Context: an optimization exercise on an open-source flow, tuned for small area, a short achievable clock period and few clock cycles per item. The choices shown serve that exercise and are no tape-out recipe. Where RTL was checked, it was by simulation tests only, not by an equivalence proof against the original. No activity file was given, so power comes from the tool's default toggle rates.

Setup of old:
// positional_pid_antiwindup
module positional_pid_antiwindup
#(
  parameter int DATA_WIDTH     = DATA_WIDTH_DEF,
  parameter int GAIN_FRAC_BITS = GAIN_FRAC_BITS_DEF
) (
  input  logic                  clk,
  input  logic                  rst_n,
  input  logic                  cfg_we,
  input  logic [REG_IDX_W-1:0]  cfg_idx,
  input  logic [GAIN_W-1:0]     cfg_wdata,
  input  logic                  in_valid,
  output logic                  in_ready,
  input  logic [DATA_WIDTH-1:0] error_in,
  input  logic [DATA_WIDTH-1:0] target_in,
  input  logic [DATA_WIDTH-1:0] out_limit,
  output logic                  out_valid,
  input  logic                  out_ready,
  output logic [OUT_W-1:0]      control_out
);
  function automatic logic [23:0] booth_enc(input logic [15:0] g);
    logic [16:0] gx;
    logic [7:0]  one, two, neg;
    gx = {g, 1'b0};
    for (int i = 0; i < 8; i++) begin
      one[i] = gx[2*i+1] ^ gx[2*i];
      two[i] = (gx[2*i+2] & ~gx[2*i+1] & ~gx[2*i]) | (~gx[2*i+2] & gx[2*i+1] & gx[2*i]);
      neg[i] = gx[2*i+2];
    end
    booth_enc = {neg, two, one};
  endfunction
  logic [23:0] kp_e, kd_e, kf_e, ki_e;
  ...
Settings: LEC_CHECK=0, ABC_AREA=1, ABC_CLOCK_PERIOD_IN_PS=3500, CAP_MARGIN=20, CORE_MARGIN=2, CORE_UTILIZATION=40, SLEW_MARGIN=20; clock period 12.0 ns.
standard.sh (not shown) runs the stock make flow with config.mk's settings and CLKGATE_MAP_FILE= SYNTH_SCRIPT=/design/flow/synth_recipe.tcl, a recipe that flattens the netlist after the stock synthesis.
==> flow/flow/run.sh <==
#!/bin/bash
# The standard layout, with the full-adder mapping step turned off so ABC
# maps the adder trees itself (the platform's fa/ha cells are slow), and
# timing repair aimed at a setup slack margin, so that repair works on the
# paths that set the achieved period.
set -euo pipefail
bash standard.sh ADDER_MAP_FILE= SETUP_SLACK_MARGIN=8.2 finish > standard_flow.log 2>&1
Testbench counts of old, summed over its fixed seeds: cycles 8,032, items 8,000.
What new does differently from old at the input level:
==> flow/flow/run.sh <==
#!/bin/bash
# The standard layout, with the full-adder mapping step turned off so ABC
# maps the adder trees itself (the platform's fa/ha cells are slow).
set -euo pipefail
bash standard.sh ADDER_MAP_FILE= finish > standard_flow.log 2>&1
[summary]
- Every run in the comparison, old and new, completed the flow with a clean layout.
- On layout inverter count without the clock tree, new tracks old almost exactly.
- new vs old — worst reg-to-reg setup slack dropped 1.28 ns.
- Per the comparison of new with old, final clock skew dropped 0.015 ns, count of clock-buffer cells in the layout decreased 5, final area went down by about 6%, post-place instance area neither gained nor lost much.
- Sequential share of layout area (lower): old


== v35 ==
Another version of the RTL of positional_pid_antiwindup (not shown whole).
Size: roughly 10,000 cells after synthesis, ~580 flip-flops.
==> flow/design.v (excerpt) <==
module positional_pid_antiwindup
#(
  parameter int DATA_WIDTH     = DATA_WIDTH_DEF,
  parameter int GAIN_FRAC_BITS = GAIN_FRAC_BITS_DEF
) (
  input  logic                  clk,
  input  logic                  rst_n,
  input  logic                  cfg_we,
  input  logic [REG_IDX_W-1:0]  cfg_idx,
  input  logic [GAIN_W-1:0]     cfg_wdata,
  input  logic                  in_valid,
  output logic                  in_ready,
  input  logic [DATA_WIDTH-1:0] error_in,
  input  logic [DATA_WIDTH-1:0] target_in,
  input  logic [DATA_WIDTH-1:0] out_limit,
  output logic                  out_valid,
  input  logic                  out_ready,
  output logic [OUT_W-1:0]      control_out
);
==> flow/config.mk <==
export PLATFORM = sky130hd
export DESIGN_NAME = positional_pid_antiwindup
export DESIGN_NICKNAME = positional_pid_antiwindup
export VERILOG_FILES = /design/flow/design.v
export SDC_FILE = /design/flow/constraint.sdc
export NUM_CORES = 4
export LEC_CHECK = 0
export ABC_AREA = 1
export ABC_CLOCK_PERIOD_IN_PS = 3500
export CAP_MARGIN = 20
export CORE_MARGIN = 2
export CORE_UTILIZATION = 40
export SLEW_MARGIN = 20
==> flow/constraint.sdc <==
create_clock -name core_clock -period 12.0 [get_ports {clk}]
set_input_delay 2.4000 -clock core_clock [delete_from_list [all_inputs] [get_ports {clk}]]
set_output_delay 2.4000 -clock core_clock [all_outputs]
set_load 0.01 [all_outputs]
==> flow/flow/run.sh <==
#!/bin/bash
# The standard layout, with the full-adder mapping step turned off so ABC
# maps the adder trees itself (the platform's fa/ha cells are slow), and
# timing repair aimed at a setup slack margin, so that repair works on the
# paths that set the achieved period.
set -euo pipefail
bash standard.sh ADDER_MAP_FILE= SETUP_SLACK_MARGIN=8.2 finish > standard_flow.log 2>&1
v35 finished end to end and its layout was clean on timing, DRC and antenna.
Edits applied to the flow inputs when going from v35 to v43:
- setting CTS_BUF_LIST to sky130_fd_sc_hd__clkbuf_4 sky130_fd_sc_hd__clkbuf_8 for the first time
- changing CORE_UTILIZATION from 40 to 55
diff --git a/flow/flow/run.sh b/flow/flow/run.sh
--- a/flow/flow/run.sh
+++ b/flow/flow/run.sh
@@ -5,3 +5,3 @@
 # paths that set the achieved period.
 set -euo pipefail
-bash standard.sh ADDER_MAP_FILE= SETUP_SLACK_MARGIN=8.2 finish > standard_flow.log 2>&1
+bash standard.sh ADDER_MAP_FILE= SETUP_SLACK_MARGIN=7.9 finish > standard_flow.log 2>&1
### Flow results
- Maximum single-stage delay on the critical path | v43 above v35
- Higher inverter count was reported by v35, not v43.
- Summary: with v35 as the reference, wire length in v43 moved down by a few percent.
- Clock power was higher in the run labelled v35.
- v43 vs v35: power share of the combinational group up in v43
- Going from v35 to v43, share of final-layout standard cells stronger than drive strength 1 now smaller; final area went down by about 8%.
The inputs of v15 differ from those of v43 as listed below.
- a deleted CTS_BUF_LIST that had been sky130_fd_sc_hd__clkbuf_4 sky130_fd_sc_hd__clkbuf_8
- a change of CORE_UTILIZATION from 55 to 40
--- outcome ---
Result: PASS for each of v15 and v43
Against v43, v15 comes in 2.5 points higher on synthesis-to-finish area growth.
Lower clock group share of total power was reported by v43, not v15.
In the reports for v15 and v43, the larger number of stages on the worst setup path belongs to v43.
Function was not checked in any run of this note: the RTL went through the layout flow alone.

static timing again, ports no longer ideal:
The results above use ideal ports. As a check the final layouts listed here were re-extracted and re-timed, cells and wires unchanged. Step 1 assumes that a clkbuf_16 drives the clock port and a buf_2 every other input. Step 2 moves the port delays by t, midway between the first and last clock arrival at a register: inputs arrive t later, outputs are due t later. That takes back most of the time a late clock gives input paths. Three values: no drivers, after step 1, after step 2; two values: the first two.
run	shift t [ns]	slack for setup (ns)	latest minus earliest clock arrival (ns)	pins driven straight from the clock port
old	0.811	8.075 / 8.148 / 7.337	0.051 / 0.051	1
new	0.797	6.983 / 6.983 / 6.707	0.039 / 0.040	1
v35	0.773	7.968 / 7.991 / 7.218	0.036 / 0.036	1
v43	0.836	7.962 / 7.894 / 7.242	0.111 / 0.111	1
v15	0.768	7.839 / 7.855 / 7.135	0.053 / 0.053	1
After both steps setup and hold are still met in every run listed. For v35, which loses most, drivers alone change the setup slack by +0.023 ns; drivers and shift together by -0.750 ns.
